Background: an optimization exercise with open tools, aiming at small area, a short achievable clock period and few clock cycles. Do not read the settings as production practice.
Where RTL was checked, it was by simulation tests only, not by an equivalence proof against the original.
Power figures rest on the tool's default switching activity, not on a simulated workload.

Design ll_ptr_mgr, start of the top module:
module ll_ptr_mgr #(
    parameter int DATA_DEPTH = ll_pkg::DEF_DATA_DEPTH,
    parameter int DATA_WD    = ll_pkg::DEF_DATA_WD,
    parameter int NUM_LISTS  = ll_pkg::DEF_NUM_LISTS,
    localparam int PTR_WD    = $clog2(DATA_DEPTH),
    localparam int CNT_WD    = PTR_WD + 1,
    localparam int LID_WD    = (NUM_LISTS > 1) ? $clog2(NUM_LISTS) : 1
) (
    input  logic                        clk,
    input  logic                        reset_n,
    input  logic                        req_vld,
    output logic                        req_rdy,
    input  logic [2:0]                  req_op,
    input  logic [LID_WD-1:0]           req_list,
    input  logic [CNT_WD-1:0]           req_pos,
    input  logic [DATA_WD-1:0]          req_data,
    output logic                        resp_vld,
    input  logic                        resp_rdy,
    output logic [DATA_WD-1:0]          resp_data,
    output logic [1:0]                  resp_status,
    output logic [NUM_LISTS-1:0]        ll_empty,
    output logic [NUM_LISTS*CNT_WD-1:0] ll_size,
    output logic [CNT_WD-1:0]           free_cnt
);
Settings: LEC_CHECK=0, CAP_MARGIN=20, CORE_MARGIN=2, CORE_UTILIZATION=40, SETUP_SLACK_MARGIN=2.5, SLEW_MARGIN=20; clock period 6.0 ns.
run.sh (not shown) runs the stock make flow with config.mk's settings and CLKGATE_MAP_FILE= SYNTH_SCRIPT=/design/flow/synth_recipe.tcl, a recipe that flattens the netlist after the stock synthesis.
Testbench counts at the start, summed over its fixed seeds: cycles 4,808.
Edit:
--- a/flow/design.v
+++ b/flow/design.v
@@ -149,37 +149,45 @@
             gt[i] = lm[i] && !req_pos[4] && gt4(rank_q[i], req_pos[3:0]);
             ge[i] = lm[i] && !req_pos[4] && ge4(rank_q[i], req_pos[3:0]);
             ff[i] = !vld_q[i] && all_used;
             all_used = all_used && vld_q[i];
         end
     end
+    logic                  rd_op;
+    logic [DATA_DEPTH-1:0] rsel;
+    assign rd_op = is_del || is_rd;
+    assign rsel  = eq & {DATA_DEPTH{rd_op}};
     always_comb begin
         rd_data = '0;
         for (int i = 0; i < DATA_DEPTH; i++)
-            rd_data = rd_data | (data_mem[i] & {DATA_WD{eq[i]}});
+            rd_data = rd_data | (data_mem[i] & {DATA_WD{rsel[i]}});
+    end
+    logic [DATA_DEPTH-1:0] rank_en;
+    logic [PTR_WD-1:0]     rank_d [DATA_DEPTH];
+    always_comb begin
+        for (int i = 0; i < DATA_DEPTH; i++) begin
+            rank_en[i] = ff[i] || (acc && is_ins && !free_zero && ge[i]) || (acc && is_del && gt[i]);
+            rank_d[i]  = ff[i] ? new_rank : (is_ins ? inc4(rank_q[i]) : dec4(rank_q[i]));
+        end
     end
     always_comb begin
         ll_size  = '0;
         ll_empty = '0;
         for (int l = 0; l < NUM_LISTS; l++) begin
             ll_size[l*CNT_WD +: CNT_WD] = size_q[l];
             ll_empty[l]                 = (size_q[l] == '0);
         end
     end
     always_ff @(posedge clk) begin
-        if (req_rdy) resp_data <= (is_del || is_rd) ? rd_data : '0;
+        if (req_rdy) resp_data <= rd_data;
         for (int i = 0; i < DATA_DEPTH; i++) begin
             if (ff[i]) begin
                 data_mem[i] <= req_data;
                 lid_q[i]    <= req_list;
-                rank_q[i]   <= new_rank;
-            end else if (acc && is_ins && !free_zero && ge[i]) begin
-                rank_q[i]   <= inc4(rank_q[i]);
-            end else if (acc && is_del && gt[i]) begin
-                rank_q[i]   <= dec4(rank_q[i]);
-            end
+            end
+            if (rank_en[i]) rank_q[i] <= rank_d[i];
         end
     end
     always_ff @(posedge clk or posedge reset_n) begin
         if (reset_n) begin
             vld_q       <= '0;
             resp_vld    <= 1'b0;
@@ -196,16 +204,13 @@
             for (int i = 0; i < DATA_DEPTH; i++) begin
                 if (alloc_ok && ff[i])         vld_q[i] <= 1'b1;
                 else if (del_ok && eq[i])      vld_q[i] <= 1'b0;
                 else if (clr_ok && lm[i])      vld_q[i] <= 1'b0;
             end
             for (int l = 0; l < NUM_LISTS; l++)
-                size_q[l] <= ({CNT_WD{alloc_ok && lsel[l]}} & size_inc[l])
-                           | ({CNT_WD{del_ok   && lsel[l]}} & size_dec[l])
-                           | ({CNT_WD{keep || !lsel[l]}}    & size_q[l]);
-            free_cnt <= ({CNT_WD{alloc_ok}} & free_dec)
-                      | ({CNT_WD{del_ok}}   & free_inc)
-                      | ({CNT_WD{clr_ok}}   & free_clr)
-                      | ({CNT_WD{keep}}     & free_cnt);
+                if (lsel[l] && !keep)
+                    size_q[l] <= is_clr ? '0 : (is_del ? size_dec[l] : size_inc[l]);
+            if (!keep)
+                free_cnt <= is_clr ? free_clr : (is_del ? free_inc : free_dec);
         end
     end
 endmodule
Effect: The new run produced a clean layout; core utilization decreases by 0.40 points; critical path depth went down by 7; global-route usage drops by 0.87 points; combinational power decreases by about 7%; routed wire length decreases by about 5%; cell area went down by 0.84%.
Testbench counts after the change, summed over its fixed seeds: cycles 4,808.


ll_ptr_mgr, a different RTL version from the one above (not shown whole).
Size in the first run: roughly 2,200 cells after synthesis, ~690 flip-flops, roughly 110 I/O pins, roughly 31,000 um2 of cells after synthesis.
==> flow/config.mk <==
export PLATFORM = sky130hd
export DESIGN_NAME = ll_ptr_mgr
export DESIGN_NICKNAME = ll_ptr_mgr
export VERILOG_FILES = /design/flow/design.v
export SDC_FILE = /design/flow/constraint.sdc
export NUM_CORES = 4
export LEC_CHECK = 0
export CAP_MARGIN = 20
export CORE_MARGIN = 2
export CORE_UTILIZATION = 40
export SETUP_SLACK_MARGIN = 3.2
export SLEW_MARGIN = 20
==> flow/constraint.sdc <==
create_clock -name core_clock -period 6.0 [get_ports {clk}]
set_input_delay 1.2000 -clock core_clock [delete_from_list [all_inputs] [get_ports {clk}]]
set_output_delay 1.2000 -clock core_clock [all_outputs]
set_load 0.01 [all_outputs]
Change:
--- a/flow/design.v
+++ b/flow/design.v
@@ -163,55 +163,54 @@
     end
     logic [DATA_DEPTH-1:0] rank_en;
     logic [PTR_WD-1:0]     rank_d [DATA_DEPTH];
     always_comb begin
         for (int i = 0; i < DATA_DEPTH; i++) begin
             rank_en[i] = ff[i] || (acc && is_ins && !free_zero && ge[i]) || (acc && is_del && gt[i]);
             rank_d[i]  = ff[i] ? new_rank : (is_ins ? inc4(rank_q[i]) : dec4(rank_q[i]));
         end
     end
     always_comb begin
         ll_size  = '0;
+        ll_empty = '0;
         for (int l = 0; l < NUM_LISTS; l++) begin
             ll_size[l*CNT_WD +: CNT_WD] = size_q[l];
+            ll_empty[l]                 = (size_q[l] == '0);
         end
     end
     always_ff @(posedge clk) begin
         if (req_rdy) resp_data <= rd_data;
         for (int i = 0; i < DATA_DEPTH; i++) begin
             if (ff[i]) begin
                 data_mem[i] <= req_data;
                 lid_q[i]    <= req_list;
             end
             if (rank_en[i]) rank_q[i] <= rank_d[i];
         end
     end
     always_ff @(posedge clk or posedge reset_n) begin
         if (reset_n) begin
             vld_q       <= '0;
             resp_vld    <= 1'b0;
             resp_status <= '0;
             free_cnt    <= CNT_WD'(DATA_DEPTH);
-            ll_empty    <= '1;
             for (int l = 0; l < NUM_LISTS; l++) size_q[l] <= '0;
         end else begin
             if (acc) begin
                 resp_vld    <= 1'b1;
                 resp_status <= chk_stat;
             end else if (resp_rdy) begin
                 resp_vld    <= 1'b0;
             end
             for (int i = 0; i < DATA_DEPTH; i++) begin
                 if (alloc_ok && ff[i])         vld_q[i] <= 1'b1;
                 else if (del_ok && eq[i])      vld_q[i] <= 1'b0;
                 else if (clr_ok && lm[i])      vld_q[i] <= 1'b0;
             end
             for (int l = 0; l < NUM_LISTS; l++)
-                if (lsel[l] && !keep) begin
-                    size_q[l]   <= is_clr ? '0 : (is_del ? size_dec[l] : size_inc[l]);
-                    ll_empty[l] <= is_clr || (is_del && size_q[l] == CNT_WD'(1));
-                end
+                if (lsel[l] && !keep)
+                    size_q[l] <= is_clr ? '0 : (is_del ? size_dec[l] : size_inc[l]);
             if (!keep)
                 free_cnt <= is_clr ? free_clr : (is_del ? free_inc : free_dec);
         end
     end
 endmodule
The changed run completed without violations.
Non-clock buffer count went down by 49.
Wire length grows by about 1.3%.
Total power rises by about 3%.
Final cell count went down by about 4%.
Clock-buffer cell count goes up by 2.
Global-route usage is about the same.
Die area drops by 1.1%.
Clock skew grows by 10 ps.
Worst hold slack improves by 64 ps.
Via count fell by about 2.8%.
Sequential share of layout area came out lower by 0.13 points.
Core utilization is higher by 0.67 points.
Combinational power rises by about 8%.
Register-to-register slack improved by 50 ps.
Testbench counts after the change, summed over its fixed seeds: cycles 4,808.
Function not checked in the first run of this note: the RTL went through the layout flow alone.


The RTL this note starts from:
==> flow/design.v <==
package ll_pkg;
    localparam int DEF_DATA_DEPTH = 16;
    localparam int DEF_DATA_WD    = 32;
    localparam int DEF_NUM_LISTS  = 4;
    typedef enum logic [2:0] {
        OP_PUSH_TAIL = 3'd0,
        OP_INSERT_AT = 3'd1,
        OP_DELETE_AT = 3'd2,
        OP_READ_AT   = 3'd3,
        OP_CLEAR     = 3'd4
    } ll_op_e;
    typedef enum logic [1:0] {
        ST_OK    = 2'd0,
        ST_FULL  = 2'd1,
        ST_EMPTY = 2'd2,
        ST_BAD   = 2'd3
    } ll_status_e;
    typedef enum logic [1:0] {
        S_IDLE = 2'd0,
        S_WALK = 2'd1,
        S_EXEC = 2'd2,
        S_RESP = 2'd3
    } ll_state_e;
endpackage
import ll_pkg::*;
module ll_ptr_mgr #(
    parameter int DATA_DEPTH = ll_pkg::DEF_DATA_DEPTH,
    parameter int DATA_WD    = ll_pkg::DEF_DATA_WD,
    parameter int NUM_LISTS  = ll_pkg::DEF_NUM_LISTS,
    localparam int PTR_WD    = $clog2(DATA_DEPTH),
    localparam int CNT_WD    = PTR_WD + 1,
    localparam int LID_WD    = (NUM_LISTS > 1) ? $clog2(NUM_LISTS) : 1
) (
    input  logic                        clk,
    input  logic                        reset_n,
    input  logic                        req_vld,
    output logic                        req_rdy,
    input  logic [2:0]                  req_op,
    input  logic [LID_WD-1:0]           req_list,
    input  logic [CNT_WD-1:0]           req_pos,
    input  logic [DATA_WD-1:0]          req_data,
    output logic                        resp_vld,
    input  logic                        resp_rdy,
    output logic [DATA_WD-1:0]          resp_data,
    output logic [1:0]                  resp_status,
    output logic [NUM_LISTS-1:0]        ll_empty,
    output logic [NUM_LISTS*CNT_WD-1:0] ll_size,
    output logic [CNT_WD-1:0]           free_cnt
);
    function automatic logic ge4(input logic [3:0] a, input logic [3:0] b);
        logic [3:0] g, e;
        g = a & ~b;
        e = ~(a ^ b);
        ge4 = g[3] | (e[3] & g[2]) | (e[3] & e[2] & g[1]) | (e[3] & e[2] & e[1] & (a[0] | ~b[0]));
    endfunction
    function automatic logic gt4(input logic [3:0] a, input logic [3:0] b);
        logic [3:0] g, e;
        g = a & ~b;
        e = ~(a ^ b);
        gt4 = g[3] | (e[3] & g[2]) | (e[3] & e[2] & g[1]) | (e[3] & e[2] & e[1] & g[0]);
    endfunction
    function automatic logic [3:0] inc4(input logic [3:0] a);
        inc4 = {a[3] ^ (a[2] & a[1] & a[0]), a[2] ^ (a[1] & a[0]), a[1] ^ a[0], ~a[0]};
    endfunction
    function automatic logic [3:0] dec4(input logic [3:0] a);
        dec4 = {a[3] ^ ~(a[2] | a[1] | a[0]), a[2] ^ ~(a[1] | a[0]), a[1] ^ ~a[0], ~a[0]};
    endfunction
    logic [DATA_DEPTH-1:0] vld_q;
    logic [LID_WD-1:0]     lid_q   [DATA_DEPTH];
    logic [PTR_WD-1:0]     rank_q  [DATA_DEPTH];
    logic [DATA_WD-1:0]    data_mem[DATA_DEPTH];
    logic [CNT_WD-1:0]     size_q  [NUM_LISTS];
    logic                  acc, free_zero, is_push, is_ins, is_del, is_rd, is_clr;
    logic                  alloc_ok, del_ok, clr_ok, keep;
    logic [1:0]            chk_stat;
    logic [NUM_LISTS-1:0]  lsel;
    logic [CNT_WD-1:0]     in_size;
    logic [PTR_WD-1:0]     new_rank;
    logic [DATA_WD-1:0]    rd_data;
    logic [DATA_DEPTH-1:0] lm, eq, gt, ge, ff;
    assign req_rdy   = !resp_vld || resp_rdy;
    assign acc       = req_vld && req_rdy;
    assign free_zero = (free_cnt == '0);
    assign is_push   = (req_op == OP_PUSH_TAIL);
    assign is_ins    = (req_op == OP_INSERT_AT);
    assign is_del    = (req_op == OP_DELETE_AT);
    assign is_rd     = (req_op == OP_READ_AT);
    assign is_clr    = (req_op == OP_CLEAR);
    always_comb begin
        in_size = '0;
        for (int l = 0; l < NUM_LISTS; l++) begin
            lsel[l] = (req_list == LID_WD'(l));
            in_size = in_size | (size_q[l] & {CNT_WD{lsel[l]}});
        end
    end
    assign new_rank = is_push ? in_size[PTR_WD-1:0] : req_pos[PTR_WD-1:0];
    logic [NUM_LISTS-1:0] pos_gt, pos_ge;
    logic                 ins_bad, at_bad, in_empty;
    always_comb begin
        for (int l = 0; l < NUM_LISTS; l++) begin
            pos_gt[l] = size_q[l][4] ? (req_pos[4] && |req_pos[3:0])
                                     : (req_pos[4] || gt4(req_pos[3:0], size_q[l][3:0]));
            pos_ge[l] = size_q[l][4] ? req_pos[4]
                                     : (req_pos[4] || ge4(req_pos[3:0], size_q[l][3:0]));
        end
    end
    assign ins_bad  = |(pos_gt & lsel);
    assign at_bad   = |(pos_ge & lsel);
    assign in_empty = |(ll_empty & lsel);
    always_comb begin
        chk_stat = ST_OK;
        case (req_op)
            OP_PUSH_TAIL: if (free_zero) chk_stat = ST_FULL;
            OP_INSERT_AT: begin
                if (free_zero)    chk_stat = ST_FULL;
                else if (ins_bad) chk_stat = ST_BAD;
            end
            OP_DELETE_AT, OP_READ_AT: begin
                if (in_empty)    chk_stat = ST_EMPTY;
                else if (at_bad) chk_stat = ST_BAD;
            end
            OP_CLEAR: ;
            default: chk_stat = ST_BAD;
        endcase
    end
    assign alloc_ok = acc && !free_zero && (is_push || (is_ins && !ins_bad));
    assign del_ok   = acc && is_del && !at_bad;
    assign clr_ok   = acc && is_clr;
    assign keep     = !(alloc_ok || del_ok || clr_ok);
    logic [CNT_WD-1:0] free_inc, free_dec, free_clr;
    logic [CNT_WD-1:0] size_inc [NUM_LISTS];
    logic [CNT_WD-1:0] size_dec [NUM_LISTS];
    assign free_inc = free_cnt + CNT_WD'(1);
    assign free_dec = free_cnt - CNT_WD'(1);
    always_comb begin
        free_clr = '0;
        for (int l = 0; l < NUM_LISTS; l++) begin
            free_clr    = free_clr | ((free_cnt + size_q[l]) & {CNT_WD{lsel[l]}});
            size_inc[l] = size_q[l] + CNT_WD'(1);
            size_dec[l] = size_q[l] - CNT_WD'(1);
        end
    end
    always_comb begin
        logic all_used;
        all_used = 1'b1;
        for (int i = 0; i < DATA_DEPTH; i++) begin
            lm[i] = vld_q[i] && (lid_q[i] == req_list);
            eq[i] = lm[i] && !req_pos[4] && (rank_q[i] == req_pos[3:0]);
            gt[i] = lm[i] && !req_pos[4] && gt4(rank_q[i], req_pos[3:0]);
            ge[i] = lm[i] && !req_pos[4] && ge4(rank_q[i], req_pos[3:0]);
            ff[i] = !vld_q[i] && all_used;
            all_used = all_used && vld_q[i];
        end
    end
    always_comb begin
        rd_data = '0;
        for (int i = 0; i < DATA_DEPTH; i++)
            rd_data = rd_data | (data_mem[i] & {DATA_WD{eq[i]}});
    end
    always_comb begin
        ll_size  = '0;
        ll_empty = '0;
        for (int l = 0; l < NUM_LISTS; l++) begin
            ll_size[l*CNT_WD +: CNT_WD] = size_q[l];
            ll_empty[l]                 = (size_q[l] == '0);
        end
    end
    always_ff @(posedge clk) begin
        if (req_rdy) resp_data <= (is_del || is_rd) ? rd_data : '0;
        for (int i = 0; i < DATA_DEPTH; i++) begin
            if (ff[i]) begin
                data_mem[i] <= req_data;
                lid_q[i]    <= req_list;
                rank_q[i]   <= new_rank;
            end else if (acc && is_ins && !free_zero && ge[i]) begin
                rank_q[i]   <= inc4(rank_q[i]);
            end else if (acc && is_del && gt[i]) begin
                rank_q[i]   <= dec4(rank_q[i]);
            end
        end
    end
    always_ff @(posedge clk or posedge reset_n) begin
        if (reset_n) begin
            vld_q       <= '0;
            resp_vld    <= 1'b0;
            resp_status <= '0;
            free_cnt    <= CNT_WD'(DATA_DEPTH);
            for (int l = 0; l < NUM_LISTS; l++) size_q[l] <= '0;
        end else begin
            if (acc) begin
                resp_vld    <= 1'b1;
                resp_status <= chk_stat;
            end else if (resp_rdy) begin
                resp_vld    <= 1'b0;
            end
            for (int i = 0; i < DATA_DEPTH; i++) begin
                if (alloc_ok && ff[i])         vld_q[i] <= 1'b1;
                else if (del_ok && eq[i])      vld_q[i] <= 1'b0;
                else if (clr_ok && lm[i])      vld_q[i] <= 1'b0;
            end
            for (int l = 0; l < NUM_LISTS; l++)
                size_q[l] <= ({CNT_WD{alloc_ok && lsel[l]}} & size_inc[l])
                           | ({CNT_WD{del_ok   && lsel[l]}} & size_dec[l])
                           | ({CNT_WD{keep || !lsel[l]}}    & size_q[l]);
            free_cnt <= ({CNT_WD{alloc_ok}} & free_dec)
                      | ({CNT_WD{del_ok}}   & free_inc)
                      | ({CNT_WD{clr_ok}}   & free_clr)
                      | ({CNT_WD{keep}}     & free_cnt);
        end
    end
endmodule
clock: 6.0 ns
lec_check: 0
cap_margin: 20
core_margin: 2
core_utilization: 40
setup_slack_margin: 3.0
slew_margin: 20
The starting point finished with timing, DRC and antenna clean.
Testbench counts at the start, summed over its fixed seeds: cycles 4,808.
Then changed:
--- a/flow/design.v
+++ b/flow/design.v
@@ -151,12 +151,24 @@
             ff[i] = !vld_q[i] && all_used;
             all_used = all_used && vld_q[i];
         end
     end
+    logic                  rd_op;
+    logic [DATA_DEPTH-1:0] rsel;
+    assign rd_op = is_del || is_rd;
+    assign rsel  = eq & {DATA_DEPTH{rd_op}};
     always_comb begin
         rd_data = '0;
         for (int i = 0; i < DATA_DEPTH; i++)
-            rd_data = rd_data | (data_mem[i] & {DATA_WD{eq[i]}});
+            rd_data = rd_data | (data_mem[i] & {DATA_WD{rsel[i]}});
+    end
+    logic [DATA_DEPTH-1:0] rank_en;
+    logic [PTR_WD-1:0]     rank_d [DATA_DEPTH];
+    always_comb begin
+        for (int i = 0; i < DATA_DEPTH; i++) begin
+            rank_en[i] = ff[i] || (acc && is_ins && !free_zero && ge[i]) || (acc && is_del && gt[i]);
+            rank_d[i]  = ff[i] ? new_rank : (is_ins ? inc4(rank_q[i]) : dec4(rank_q[i]));
+        end
     end
     always_comb begin
         ll_size  = '0;
         ll_empty = '0;
@@ -165,19 +177,15 @@
             ll_empty[l]                 = (size_q[l] == '0);
         end
     end
     always_ff @(posedge clk) begin
-        if (req_rdy) resp_data <= (is_del || is_rd) ? rd_data : '0;
+        if (req_rdy) resp_data <= rd_data;
         for (int i = 0; i < DATA_DEPTH; i++) begin
             if (ff[i]) begin
                 data_mem[i] <= req_data;
                 lid_q[i]    <= req_list;
-                rank_q[i]   <= new_rank;
-            end else if (acc && is_ins && !free_zero && ge[i]) begin
-                rank_q[i]   <= inc4(rank_q[i]);
-            end else if (acc && is_del && gt[i]) begin
-                rank_q[i]   <= dec4(rank_q[i]);
-            end
+            end
+            if (rank_en[i]) rank_q[i] <= rank_d[i];
         end
     end
     always_ff @(posedge clk or posedge reset_n) begin
         if (reset_n) begin
@@ -198,14 +206,11 @@
                 else if (del_ok && eq[i])      vld_q[i] <= 1'b0;
                 else if (clr_ok && lm[i])      vld_q[i] <= 1'b0;
             end
             for (int l = 0; l < NUM_LISTS; l++)
-                size_q[l] <= ({CNT_WD{alloc_ok && lsel[l]}} & size_inc[l])
-                           | ({CNT_WD{del_ok   && lsel[l]}} & size_dec[l])
-                           | ({CNT_WD{keep || !lsel[l]}}    & size_q[l]);
-            free_cnt <= ({CNT_WD{alloc_ok}} & free_dec)
-                      | ({CNT_WD{del_ok}}   & free_inc)
-                      | ({CNT_WD{clr_ok}}   & free_clr)
-                      | ({CNT_WD{keep}}     & free_cnt);
+                if (lsel[l] && !keep)
+                    size_q[l] <= is_clr ? '0 : (is_del ? size_dec[l] : size_inc[l]);
+            if (!keep)
+                free_cnt <= is_clr ? free_clr : (is_del ? free_inc : free_dec);
         end
     end
 endmodule
Maximum frequency goes up by 3.2%.
Global-route usage goes down by 2.9 points.
Die area stays flat.
Critical path depth goes down by 12.
Design area goes down by 7.8%.
Clock-buffer cell count goes down by 1.
Power goes down by 5.7%.
Register-to-register slack gets better by 0.12 ns.
Sequential share of layout area goes up by 4.2 points.
Via count goes down by 9.4%.
Wire length goes down by 13%.
Setup slack gets better by 0.098 ns.
Clock power goes down by 5.8%.
Testbench counts after the change, summed over its fixed seeds: cycles 4,808.

==> port drivers added, routing unchanged <==
The results above use ideal ports. As a check the final layouts listed here were re-extracted and re-timed, cells and wires unchanged. Step 1 (the two cells are an assumption about what drives the block):
set clk [get_ports {clk}]
set_driving_cell -lib_cell sky130_fd_sc_hd__clkbuf_16 $clk
set_driving_cell -lib_cell sky130_fd_sc_hd__buf_2 [delete_from_list [all_inputs] $clk]
Step 2, shift: input delay + t, output delay - t, t = (earliest + latest rising clock arrival at the registers) / 2. This alone moves slack from input paths to output paths. a / b / c = no drivers / after step 1 / after step 2; a / b = the first two.
| run | t, ns | slack for setup (ns) | hold slack, ns |
|---|---|---|---|
| the first run of note 1 | 0.671 | 2.416 / 2.406 / 1.735 | 0.517 / 0.517 / 0.517 |
| the second run of note 1 | 0.676 | 2.551 / 2.521 / 1.943 | 0.548 / 0.548 / 0.548 |
| the first run of note 2 | 0.696 | 2.859 / 2.856 / 2.161 | 0.487 / 0.487 / 0.487 |
| the second run of note 2 | 0.692 | 2.893 / 2.826 / 2.329 | 0.551 / 0.551 / 0.551 |
| the first run of note 3 | 0.688 | 2.876 / 2.881 / 2.212 | 0.518 / 0.518 / 0.518 |
| the second run of note 3 | 0.677 | 2.975 / 2.913 / 2.299 | 0.549 / 0.549 / 0.549 |
After both steps every run listed still meets setup and hold. The setup slack of the first run of note 2, which loses most, moves by -0.003 ns with the drivers and by -0.698 ns with both steps.
